This is an optimization exercise on Yosys and OpenROAD, whose aim is small area and few clock cycles per item, not a production implementation.
In this exercise RTL edits were held to simulation tests only and were not proved equivalent to the original.
Power and IR drop assume default switching activity.

== v38 ==
==> flow/design.v (excerpt) <==
module stack_with_remove_by_value_unit #(
    parameter int unsigned DEPTH = stkrm_pkg::DEPTH_DEFAULT
) (
    input  logic                              aclk,
    input  logic                              aresetn,
    input  logic                              s_tvalid,
    output logic                              s_tready,
    input  logic [stkrm_pkg::S_TDATA_W-1:0]   s_tdata,
    output logic                              m_tvalid,
    input  logic                              m_tready,
    output logic [stkrm_pkg::M_TDATA_W-1:0]   m_tdata
);
Size in the first run: about 280 flip-flops, about 13000 sq um of cells after synthesis.
export LEC_CHECK = 0
export CAP_MARGIN = 20
export CORE_MARGIN = 2
export CORE_UTILIZATION = 30
export CTS_BUF_LIST = sky130_fd_sc_hd__clkbuf_8 sky130_fd_sc_hd__clkbuf_16
export CTS_CLUSTER_DIAMETER = 100
export CTS_CLUSTER_SIZE = 24
export GPL_TIMING_DRIVEN = 0
export SLEW_MARGIN = 20
export SYNTH_HIERARCHICAL = 1
export SYNTH_MINIMUM_KEEP_SIZE = 0
create_clock -name core_clock -period 3.2 [get_ports {aclk}]
standard.sh (not shown) runs the stock make flow with config.mk's settings and CLKGATE_MAP_FILE= SYNTH_SCRIPT=/design/flow/synth_recipe.tcl, a recipe that flattens the netlist after the stock synthesis.
==> flow/flow/run.sh <==
#!/bin/bash
# Own flow: the standard layout (standard.sh, unchanged synthesis and
# steps), except that the port buffers are plain buf_2 cells instead of the
# delay buffers buffer_ports picks by default. Every port still gets a buffer.
set -euo pipefail
export BUFFER_PORTS_ARGS="-buffer_cell sky130_fd_sc_hd__buf_2"
bash standard.sh finish > standard_flow.log 2>&1
Testbench counts of v38, summed over its fixed seeds: cycles 16,008, items 16,000.
Modified inputs, v42 compared to v38
==> flow/run.sh (new file) <==
#!/bin/bash
# synth_recipe.tcl (not shown) runs the flow's synth.tcl, then flattens the netlist and writes it again
# the make line also repeats each setting of config.mk as NAME=value (left out here)
make -C /OpenROAD-flow-scripts/flow DESIGN_CONFIG=/design/flow/config.mk WORK_HOME=/design/flow/orfs CLKGATE_MAP_FILE= SYNTH_SCRIPT=/design/flow/synth_recipe.tcl finish
diff --git a/flow/config.mk b/flow/config.mk
--- a/flow/config.mk
+++ b/flow/config.mk
@@ -9,7 +9,4 @@
 export CORE_MARGIN = 2
 export CORE_UTILIZATION = 30
-export CTS_BUF_LIST = sky130_fd_sc_hd__clkbuf_8 sky130_fd_sc_hd__clkbuf_16
-export CTS_CLUSTER_DIAMETER = 100
-export CTS_CLUSTER_SIZE = 24
 export GPL_TIMING_DRIVEN = 0
 export SLEW_MARGIN = 20
removed: flow/flow/run.sh
removed: flow/standard.sh
==> run notes <==
v42 went all the way through synthesis, placement and routing and the layout is clean on timing, DRC and antenna.
From v38 to v42, effective utilization at floorplan did not move at all.
Weighted congestion reported at the end of routability-driven placement (lower): v42
Of v38 and v42, the run reporting the higher synthesis-to-layout area growth was v42.
Diff v38 -> v42 | critical path data required time | increase of 30 ps
Diff v38 and v42: number of clock-tree buffers in the layout lower in v38
Relative to v42, the following input files were edited for v48:
diff --git a/flow/config.mk b/flow/config.mk
--- a/flow/config.mk
+++ b/flow/config.mk
@@ -9,4 +9,6 @@
 export CORE_MARGIN = 2
 export CORE_UTILIZATION = 30
+export CTS_CLUSTER_DIAMETER = 100
+export CTS_CLUSTER_SIZE = 24
 export GPL_TIMING_DRIVEN = 0
 export SLEW_MARGIN = 20
Findings:
- No stage failed in v48, and the final checks on the layout all came back clean.
- v42 -> v48: area occupied by multi-input gates flat
- Higher area growth from synthesis to layout among v48 and v42: v42
- Going from v42 to v48, the part of the total power dissipated in the clock network was found to have gone down by 8.4 points.
- Post-route standard cell area excluding fillers was lower in v48 than in v42.
- Looking only at share of total power in combinational logic, and setting everything else aside, the higher value of v48 and v42 goes to v48.
- Diff v48..v42 | worst hold slack | negligible
- Changes observed in v48 relative to v42: via count did not really move; routed wire length went up.
- Compared with v42, v48 has less setup slack.
- Changes observed in v48 relative to v42: proportion of power drawn by flip-flops and latches went up 5.1 points, part of the cycle the worst path needs went up 2.9 points.

[re-timing with driven ports]
How much do the figures lean on ideal ports? The routed layouts below were timed once more, with nothing changed but the port constraints. Step 1 (the two cells are an assumption about what drives the block):
set clk [get_ports {aclk}]
set_driving_cell -lib_cell sky130_fd_sc_hd__clkbuf_16 $clk
set_driving_cell -lib_cell sky130_fd_sc_hd__buf_2 [delete_from_list [all_inputs] $clk]
Step 2, shift: input delay + t, output delay - t, t = (earliest + latest rising clock arrival at the registers) / 2. This alone moves slack from input paths to output paths. Three values: ideal, step 1, step 2; two values: the first two.
run	t (ns)	slack for setup (ns)	slew at the worst register clock pin (ns)	worst slew at a driven data input, ns
v38	0.556	0.137 / 0.137 / -0.223	0.11 / 0.11	0.05
v42	0.607	0.147 / 0.162 / -0.440	0.06 / 0.06	0.05
v48	0.549	0.053 / 0.079 / -0.470	0.10 / 0.10	0.05
Met with ideal ports but missed after step 2: setup timing in every run listed. The setup slack of v42, which loses most, moves by +0.015 ns with the drivers and by -0.587 ns with both steps.
